From an optimization exercise on the open Yosys and OpenROAD flow, aimed at small area; shortcuts taken in it are not production practice. In this exercise RTL edits were held to simulation tests only and were not proved equivalent to the original.

Setup of old:
==> flow/design.v <==
module conv_top (
    input  logic        clk,
    input  logic        reset,
    input  logic [7:0]  in_data,
    input  logic [3:0]  in_user,
    input  logic        in_valid,
    output logic        in_ready,
    output logic [20:0] out_data,
    output logic        out_valid,
    input  logic        out_ready
);
    localparam logic [1:0] S_IDLE  = 2'd0;
    localparam logic [1:0] S_LOADW = 2'd1;    
    localparam logic [1:0] S_PIX   = 2'd2;
    localparam logic [1:0] S_SCAN  = 2'd3;
    logic [7:0]  pr [0:26];
    logic [7:0]  wr [0:15];
    logic [4:0]  pos;       
    logic [3:0]  wslot;     
    logic [1:0]  st;
    logic        done;      
    logic [1:0]  kc;        
    logic [2:0]  row, col;
    logic [7:0]  bias;
    logic [19:0] acc;
    logic        ov;
    logic [5:0]  sc;        
    logic        take, a27, a1, needwin, start, scanning, ins_p, ins_w;
    logic        ring_match, in_match, wbit, m, neg, shift, last_pix;
    logic [7:0]  p_op, w_op;
    logic [2:0]  pass;
    logic [7:0]  addend;
    logic [19:0] acc_s;
    logic [8:0]  lo9;
    logic [4:0]  hi_next;
    logic        a_inc, a_dec;
    assign a27      = (pos == 5'd0);
    assign a1       = (pos == 5'd26);
    function automatic logic ge2(input logic [1:0] x, input logic [1:0] y);
        ge2 = (x[1] & ~y[1]) | (~(x[1] ^ y[1]) & (x[0] | ~y[0]));
    endfunction
    assign needwin  = (row[2] || ge2(row[1:0], ~kc)) && (col[2] || ge2(col[1:0], ~kc));
    assign last_pix = (row == 3'd7) && (col == 3'd7);
    assign pass     = sc[5:3];
    always_comb begin
        case (st)
            S_LOADW: in_ready = row[2] || (wslot == {row[1:0], col[1:0]});
            S_PIX:   in_ready = a27 && (!needwin || done);
            default: in_ready = 1'b0;
        endcase
    end
    assign take  = in_valid && in_ready;
    assign ins_p = take && (st == S_PIX);
    assign ins_w = take && (st == S_LOADW) && !row[2];
    assign start    = (st == S_PIX) && in_valid && needwin && !done && !ov && a27;
    assign scanning = start || (st == S_SCAN);
    assign ring_match = (wslot[2:0] == {pos[3], pos[1:0]}) && !pos[2] &&
                        ge2(pos[4:3], kc) && ge2(pos[1:0], kc);
    assign in_match   = (wslot[2:0] == 3'd7) && a1;
    assign w_op       = (wslot[3] == pos[4]) ? wr[15] : wr[7];    
    assign wbit       = w_op[pass];
    assign m          = scanning && (ring_match || in_match) && wbit;
    assign neg        = (pass == 3'd7);
    assign shift      = (st == S_SCAN) && a27 && (sc[2:0] == 3'd0) && (pass != 3'd0);
    assign p_op   = in_match ? in_data : pr[26];
    assign addend = m ? (p_op ^ {8{neg}}) : 8'd0;
    always_comb begin
        if (start)      acc_s = {{5{bias[7]}}, bias, acc[6:0]};
        else if (shift) acc_s = {acc[19], acc[19:1]};
        else            acc_s = acc;
    end
    always_comb begin
        logic c;
        c = m && neg;
        for (int i = 0; i < 8; i++) begin
            lo9[i] = acc_s[7+i] ^ addend[i] ^ c;
            c      = (acc_s[7+i] & addend[i]) | (c & (acc_s[7+i] ^ addend[i]));
        end
        lo9[8] = c;
    end
    assign a_dec   = addend[7] & ~lo9[8];
    assign a_inc   = lo9[8] & ~addend[7];
    assign hi_next = acc_s[19:15] + {{4{a_dec}}, a_inc | a_dec};
    always_ff @(posedge clk) begin
        pr[0] <= ins_p ? in_data : pr[26];
        for (int i = 1; i < 27; i++) pr[i] <= pr[i-1];
        wr[0] <= ins_w ? in_data : wr[15];
        for (int i = 1; i < 16; i++) wr[i] <= wr[i-1];
    end
    always_ff @(posedge clk) begin
        acc <= {hi_next, lo9[7:0], acc_s[6:0]};
    end
    always_ff @(posedge clk) begin
        if (take && st == S_LOADW && row[2]) bias <= in_data;
    end
    always_ff @(posedge clk) begin
        if (reset) begin
            st    <= S_IDLE;
            pos   <= 5'd0;
            wslot <= 4'd0;
            sc    <= 6'd0;
            done  <= 1'b0;
            ov    <= 1'b0;
        end else begin
            pos   <= (a1 || ins_p) ? 5'd0 : pos + 5'd1;
            wslot <= wslot + 4'd1;
            if (ov && out_ready) ov <= 1'b0;
            if (scanning && a1) sc <= sc + 6'd1;
            case (st)
                S_IDLE: if (in_valid) begin
                    kc  <= 2'd0 - in_user[1:0];
                    row <= {1'b0, 2'd0 - in_user[1:0]};
                    col <= {1'b0, 2'd0 - in_user[1:0]};
                    st  <= S_LOADW;
                end
                S_LOADW: if (take) begin
                    if (row[2]) begin
                        row  <= 3'd0;
                        done <= 1'b0;
                        st   <= S_PIX;
                    end else if (col[1:0] == 2'd3) begin
                        col <= (row[1:0] == 2'd3) ? 3'd0 : {1'b0, kc};
                        row <= row + 3'd1;
                    end else begin
                        col <= col + 3'd1;
                    end
                end
                S_PIX: begin
                    if (take) begin
                        done <= 1'b0;
                        if (done) ov <= 1'b1;
                        col  <= col + 3'd1;
                        if (col == 3'd7) row <= row + 3'd1;
                        if (last_pix) st <= S_IDLE;
                    end else if (start) begin
                        st <= S_SCAN;
                    end
                end
                S_SCAN: if (a1 && sc == 6'd63) begin
                    st   <= S_PIX;
                    done <= 1'b1;
                end
                default: st <= S_IDLE;
            endcase
        end
    end
    assign out_data  = {acc[19], acc};
    assign out_valid = ov;
endmodule
Settings: LEC_CHECK=0, CAP_MARGIN=20, CORE_MARGIN=2, CORE_UTILIZATION=40, CTS_BUF_LIST=sky130_fd_sc_hd__clkbuf_4, CTS_CLUSTER_DIAMETER=40, CTS_CLUSTER_SIZE=12, SLEW_MARGIN=20; clock period 9.0 ns.
standard.sh (not shown) runs the stock make flow with config.mk's settings and CLKGATE_MAP_FILE= SYNTH_SCRIPT=/design/flow/synth_recipe.tcl, a recipe that flattens the netlist after the stock synthesis.
==> flow/flow/run.sh <==
#!/bin/bash
# The standard layout (standard.sh, the standard flow's own ORFS run), with two changes:
#  - port buffers use the smallest buffer cell instead of the flow's default pick
#  - clock tree synthesis does not add dummy loads
# Every tool's full output goes to a log file in the work folder.
set -euo pipefail
export BUFFER_PORTS_ARGS="-inputs -outputs -buffer_cell sky130_fd_sc_hd__buf_1"
export CTS_ARGS="-sink_clustering_enable -repair_clock_nets -dont_use_dummy_load -buf_list sky130_fd_sc_hd__clkbuf_4 -sink_clustering_size 12 -sink_clustering_max_diameter 40"
bash standard.sh finish > flow.log 2>&1
Setup changes, old to new
diff --git a/flow/design.v b/flow/design.v
--- a/flow/design.v
+++ b/flow/design.v
@@ -56,9 +56,9 @@
     assign scanning = start || (st == S_SCAN);
     assign ring_match = (wslot[2:0] == {pos[3], pos[1:0]}) && !pos[2] &&
                         ge2(pos[4:3], kc) && ge2(pos[1:0], kc);
     assign in_match   = (wslot[2:0] == 3'd7) && a1;
-    assign w_op       = (wslot[3] == pos[4]) ? wr[15] : wr[7];    
+    assign w_op       = (wslot[3] == (pos[4] | in_match)) ? wr[15] : wr[7];
     assign wbit       = w_op[pass];
     assign m          = scanning && (ring_match || in_match) && wbit;
     assign neg        = (pass == 3'd7);
     assign shift      = (st == S_SCAN) && a27 && (sc[2:0] == 3'd0) && (pass != 3'd0);
==> comparison <==
Looking at cell type of the slowest stage on the worst timing path, the fa_1 result is from old; the mux4_2 one comes from new.
Launch point of the worst path = pos[4]: new; launch point of the worst path = in_valid: old
As far as simple-gate share of the synthesized area is concerned, new and old perform about the same.
The cell area after synthesis on new is in line with that on old.
Taking old as the reference point, the tightest hold margin of new falls by 0.022 ns.
NOTE: setup slack after layout in new falls short of that of old
Going from old to new, wire length on met3 grows by about 25%.
Clock-buffer cell count for new: about 4.7% up relative to old

build 46:
conv_top, a different RTL version from the one above (not shown whole).
Size in the first run: ~760 cells after synthesis, roughly 39 I/O pins, roughly 0.011 mm^2 of cells after synthesis.
Design conv_top, start of the top module:
module conv_top (
    input  logic        clk,
    input  logic        reset,
    input  logic [7:0]  in_data,
    input  logic [3:0]  in_user,
    input  logic        in_valid,
    output logic        in_ready,
    output logic [20:0] out_data,
    output logic        out_valid,
    input  logic        out_ready
);
==> module conv_top, before the edit <==
module conv_top (
    input  logic        clk,
    input  logic        reset,
    input  logic [7:0]  in_data,
    input  logic [3:0]  in_user,
    input  logic        in_valid,
    output logic        in_ready,
    output logic [20:0] out_data,
    output logic        out_valid,
    input  logic        out_ready
);
    localparam logic [1:0] S_IDLE  = 2'd0;
    localparam logic [1:0] S_LOADW = 2'd1;    
    localparam logic [1:0] S_PIX   = 2'd2;
    localparam logic [1:0] S_SCAN  = 2'd3;
    logic [7:0]  pr [0:26];
    logic [7:0]  wr [0:15];
    logic [4:0]  pos;       
    logic [3:0]  wslot;     
    logic [1:0]  st;
    logic        done;      
    logic [1:0]  kc;        
    logic [2:0]  row, col;
    logic [7:0]  bias;
    logic [19:0] acc;
    logic        ov;
    logic [5:0]  sc;        
    logic        take, a27, a1, needwin, start, scanning, ins_p, ins_w;
    logic        ring_match, in_match, wbit, m, neg, binj, shift, last_pix;
    logic [7:0]  p_op, w_op;
    logic [2:0]  pass;
    logic [7:0]  addend;
    logic [19:0] acc_s;
    logic [8:0]  lo9;
    logic [4:0]  hi_next;
    logic        a_inc, a_dec;
    assign a27      = (pos == 5'd0);
    assign a1       = (pos == 5'd26);
    assign needwin  = (row >= {1'b0, ~kc}) && (col >= {1'b0, ~kc});
    assign last_pix = (row == 3'd7) && (col == 3'd7);
    assign pass     = sc[5:3];
    always_comb begin
        case (st)
            S_LOADW: in_ready = row[2] || (wslot == {row[1:0], col[1:0]});
            S_PIX:   in_ready = a27 && (!needwin || done);
            default: in_ready = 1'b0;
        endcase
    end
    assign take  = in_valid && in_ready;
    assign ins_p = take && (st == S_PIX);
    assign ins_w = take && (st == S_LOADW) && !row[2];
    assign start    = (st == S_PIX) && in_valid && needwin && !done && !ov && a27 && (acc == 20'd0);
    assign scanning = start || (st == S_SCAN);
    assign ring_match = (wslot[2:0] == {pos[3], pos[1:0]}) && !pos[2] &&
                        (pos[4:3] >= kc) && (pos[1:0] >= kc);
    assign in_match   = (wslot[2:0] == 3'd7) && a1;
    assign w_op       = (wslot[3] == (pos[4] | in_match)) ? wr[15] : wr[7];
    assign wbit       = w_op[pass];
    assign m          = scanning && (ring_match || in_match) && wbit;
    assign neg        = (pass == 3'd7);
    assign binj       = scanning && (pass == 3'd0) && (wslot[2:0] == 3'd0) && (pos == 5'd1);
    assign shift      = scanning ? (a27 && (sc[2:0] == 3'd0) && (pass != 3'd0)) : !(ov || done);
    assign p_op   = in_match ? in_data : pr[26];
    assign addend = m ? (p_op ^ {8{neg}}) : (binj ? bias : 8'd0);
    assign acc_s   = shift ? {scanning && acc[19], acc[19:1]} : acc;
    assign lo9     = {1'b0, acc_s[14:7]} + {1'b0, addend} + {8'd0, m && neg};
    assign a_dec   = addend[7] & ~lo9[8];
    assign a_inc   = lo9[8] & ~addend[7];
    assign hi_next = acc_s[19:15] + {{4{a_dec}}, a_inc | a_dec};
    always_ff @(posedge clk) begin
        pr[0] <= ins_p ? in_data : pr[26];
        for (int i = 1; i < 27; i++) pr[i] <= pr[i-1];
        wr[0] <= ins_w ? in_data : wr[15];
        for (int i = 1; i < 16; i++) wr[i] <= wr[i-1];
    end
    always_ff @(posedge clk) begin
        acc <= {hi_next, lo9[7:0], acc_s[6:0]};
    end
    always_ff @(posedge clk) begin
        if (take && st == S_LOADW && row[2]) bias <= in_data;
    end
    always_ff @(posedge clk) begin
        if (reset) begin
            st    <= S_IDLE;
            pos   <= 5'd0;
            wslot <= 4'd0;
            sc    <= 6'd0;
            done  <= 1'b0;
            ov    <= 1'b0;
        end else begin
            pos   <= (a1 || ins_p) ? 5'd0 : pos + 5'd1;
            wslot <= wslot + 4'd1;
            if (ov && out_ready) ov <= 1'b0;
            if (scanning && a1) sc <= sc + 6'd1;
            case (st)
                S_IDLE: if (in_valid) begin
                    kc  <= 2'd0 - in_user[1:0];
                    row <= {1'b0, 2'd0 - in_user[1:0]};
                    col <= {1'b0, 2'd0 - in_user[1:0]};
                    st  <= S_LOADW;
                end
                S_LOADW: if (take) begin
                    if (row[2]) begin
                        row  <= 3'd0;
                        done <= 1'b0;
                        st   <= S_PIX;
                    end else if (col[1:0] == 2'd3) begin
                        col <= (row[1:0] == 2'd3) ? 3'd0 : {1'b0, kc};
                        row <= row + 3'd1;
                    end else begin
                        col <= col + 3'd1;
                    end
                end
                S_PIX: begin
                    if (take) begin
                        done <= 1'b0;
                        if (done) ov <= 1'b1;
                        col  <= col + 3'd1;
                        if (col == 3'd7) row <= row + 3'd1;
                        if (last_pix) st <= S_IDLE;
                    end else if (start) begin
                        st <= S_SCAN;
                    end
                end
                S_SCAN: if (a1 && sc == 6'd63) begin
                    st   <= S_PIX;
                    done <= 1'b1;
                end
                default: st <= S_IDLE;
            endcase
        end
    end
    assign out_data  = {acc[19], acc};
    assign out_valid = ov;
endmodule
Settings: LEC_CHECK=0, CAP_MARGIN=20, CORE_MARGIN=2, CORE_UTILIZATION=40, CTS_BUF_LIST=sky130_fd_sc_hd__clkbuf_4, CTS_CLUSTER_DIAMETER=40, CTS_CLUSTER_SIZE=12, SLEW_MARGIN=20; clock period 9.0 ns.
Scripts as last shown in full above: flow/flow/run.sh
--- input diff build 46..trial 19 ---
--- a/flow/design.v
+++ b/flow/design.v
@@ -9,15 +9,16 @@
     output logic        out_valid,
     input  logic        out_ready
 );
-    localparam logic [1:0] S_IDLE  = 2'd0;
-    localparam logic [1:0] S_LOADW = 2'd1;    
-    localparam logic [1:0] S_PIX   = 2'd2;
-    localparam logic [1:0] S_SCAN  = 2'd3;
+    localparam logic [2:0] S_IDLE  = 3'd0;
+    localparam logic [2:0] S_LOADW = 3'd1;
+    localparam logic [2:0] S_BIAS  = 3'd2;
+    localparam logic [2:0] S_PIX   = 3'd3;
+    localparam logic [2:0] S_SCAN  = 3'd4;
     logic [7:0]  pr [0:26];
     logic [7:0]  wr [0:15];
     logic [4:0]  pos;       
     logic [3:0]  wslot;     
-    logic [1:0]  st;
+    logic [2:0]  st;
     logic        done;      
     logic [1:0]  kc;        
     logic [2:0]  row, col;
@@ -41,14 +42,15 @@
     assign pass     = sc[5:3];
     always_comb begin
         case (st)
-            S_LOADW: in_ready = row[2] || (wslot == {row[1:0], col[1:0]});
+            S_LOADW: in_ready = (wslot == {row[1:0], col[1:0]});
+            S_BIAS:  in_ready = 1'b1;
             S_PIX:   in_ready = a27 && (!needwin || done);
             default: in_ready = 1'b0;
         endcase
     end
     assign take  = in_valid && in_ready;
     assign ins_p = take && (st == S_PIX);
-    assign ins_w = take && (st == S_LOADW) && !row[2];
+    assign ins_w = take && (st == S_LOADW);
     assign start    = (st == S_PIX) && in_valid && needwin && !done && !ov && a27 && (acc == 20'd0);
     assign scanning = start || (st == S_SCAN);
     assign ring_match = (wslot[2:0] == {pos[3], pos[1:0]}) && !pos[2] &&
@@ -77,7 +79,7 @@
         acc <= {hi_next, lo9[7:0], acc_s[6:0]};
     end
     always_ff @(posedge clk) begin
-        if (take && st == S_LOADW && row[2]) bias <= in_data;
+        if (take && st == S_BIAS) bias <= in_data;
     end
     always_ff @(posedge clk) begin
         if (reset) begin
@@ -100,16 +102,21 @@
                     st  <= S_LOADW;
                 end
                 S_LOADW: if (take) begin
-                    if (row[2]) begin
-                        row  <= 3'd0;
-                        done <= 1'b0;
-                        st   <= S_PIX;
-                    end else if (col[1:0] == 2'd3) begin
-                        col <= (row[1:0] == 2'd3) ? 3'd0 : {1'b0, kc};
+                    if (col[1:0] == 2'd3) begin
+                        col <= {1'b0, kc};
                         row <= row + 3'd1;
+                        if (row[1:0] == 2'd3) begin
+                            row <= 3'd0;
+                            col <= 3'd0;
+                            st  <= S_BIAS;
+                        end
                     end else begin
                         col <= col + 3'd1;
                     end
+                end
+                S_BIAS: if (take) begin
+                    done <= 1'b0;
+                    st   <= S_PIX;
                 end
                 S_PIX: begin
                     if (take) begin
==> comparison <==
From build 46 to trial 19 the numbers moved as follows: number of placed cells counting well taps went down, worst hold slack saw a decrease, final instance count without filler cells lower. When trial 19 is measured against build 46, its fraction of standard cell area in multi-input logic turns out 0.51 points higher. Trial 19 vs build 46 — filler cell count climbed slightly. Relative to build 46, critical path depth has gone down in trial 19. Changes observed in trial 19 relative to build 46: final worst-path setup slack now sits lower; met3 track demand over resource -0.22 points; first-pass GRT wire length increased by 230 um relative to the old numbers; clock buffer count in the final layout up about 2.3%.

==> separate check: timing with driven ports <==
No port has a modelled driver above. Below, the same layouts with a new extraction and two added sets of constraints. Step 1, drivers: a clkbuf_16 drives clk and a buf_2 each remaining input, both assumed. Step 2 also shifts input and output timing later by t, the mid clock arrival at the registers, as if the neighbouring blocks saw the same clock. a / b / c = no drivers / after step 1 / after step 2; a / b = the first two.
| run | shift t [ns] | setup WS [ns] | hold WS [ns] | worst setup path after step 2 | worst register clock-pin slew, ns |
|---|---|---|---|---|---|
| old | 0.644 | 2.061 / 2.079 / 1.435 | 0.289 / 0.289 / 0.289 | input to register | 0.12 / 0.12 |
| new | 0.650 | 2.024 / 2.024 / 1.393 | 0.266 / 0.266 / 0.266 | input to register | 0.12 / 0.12 |
| build 46 | 0.651 | 2.445 / 2.461 / 1.810 | 0.284 / 0.284 / 0.284 | input to register | 0.12 / 0.12 |
| trial 19 | 0.648 | 2.226 / 2.235 / 1.587 | 0.246 / 0.246 / 0.246 | input to register | 0.12 / 0.12 |
After both steps every run listed still meets setup and hold. For trial 19, which loses most, drivers alone change the setup slack by +0.009 ns; drivers and shift together by -0.639 ns.
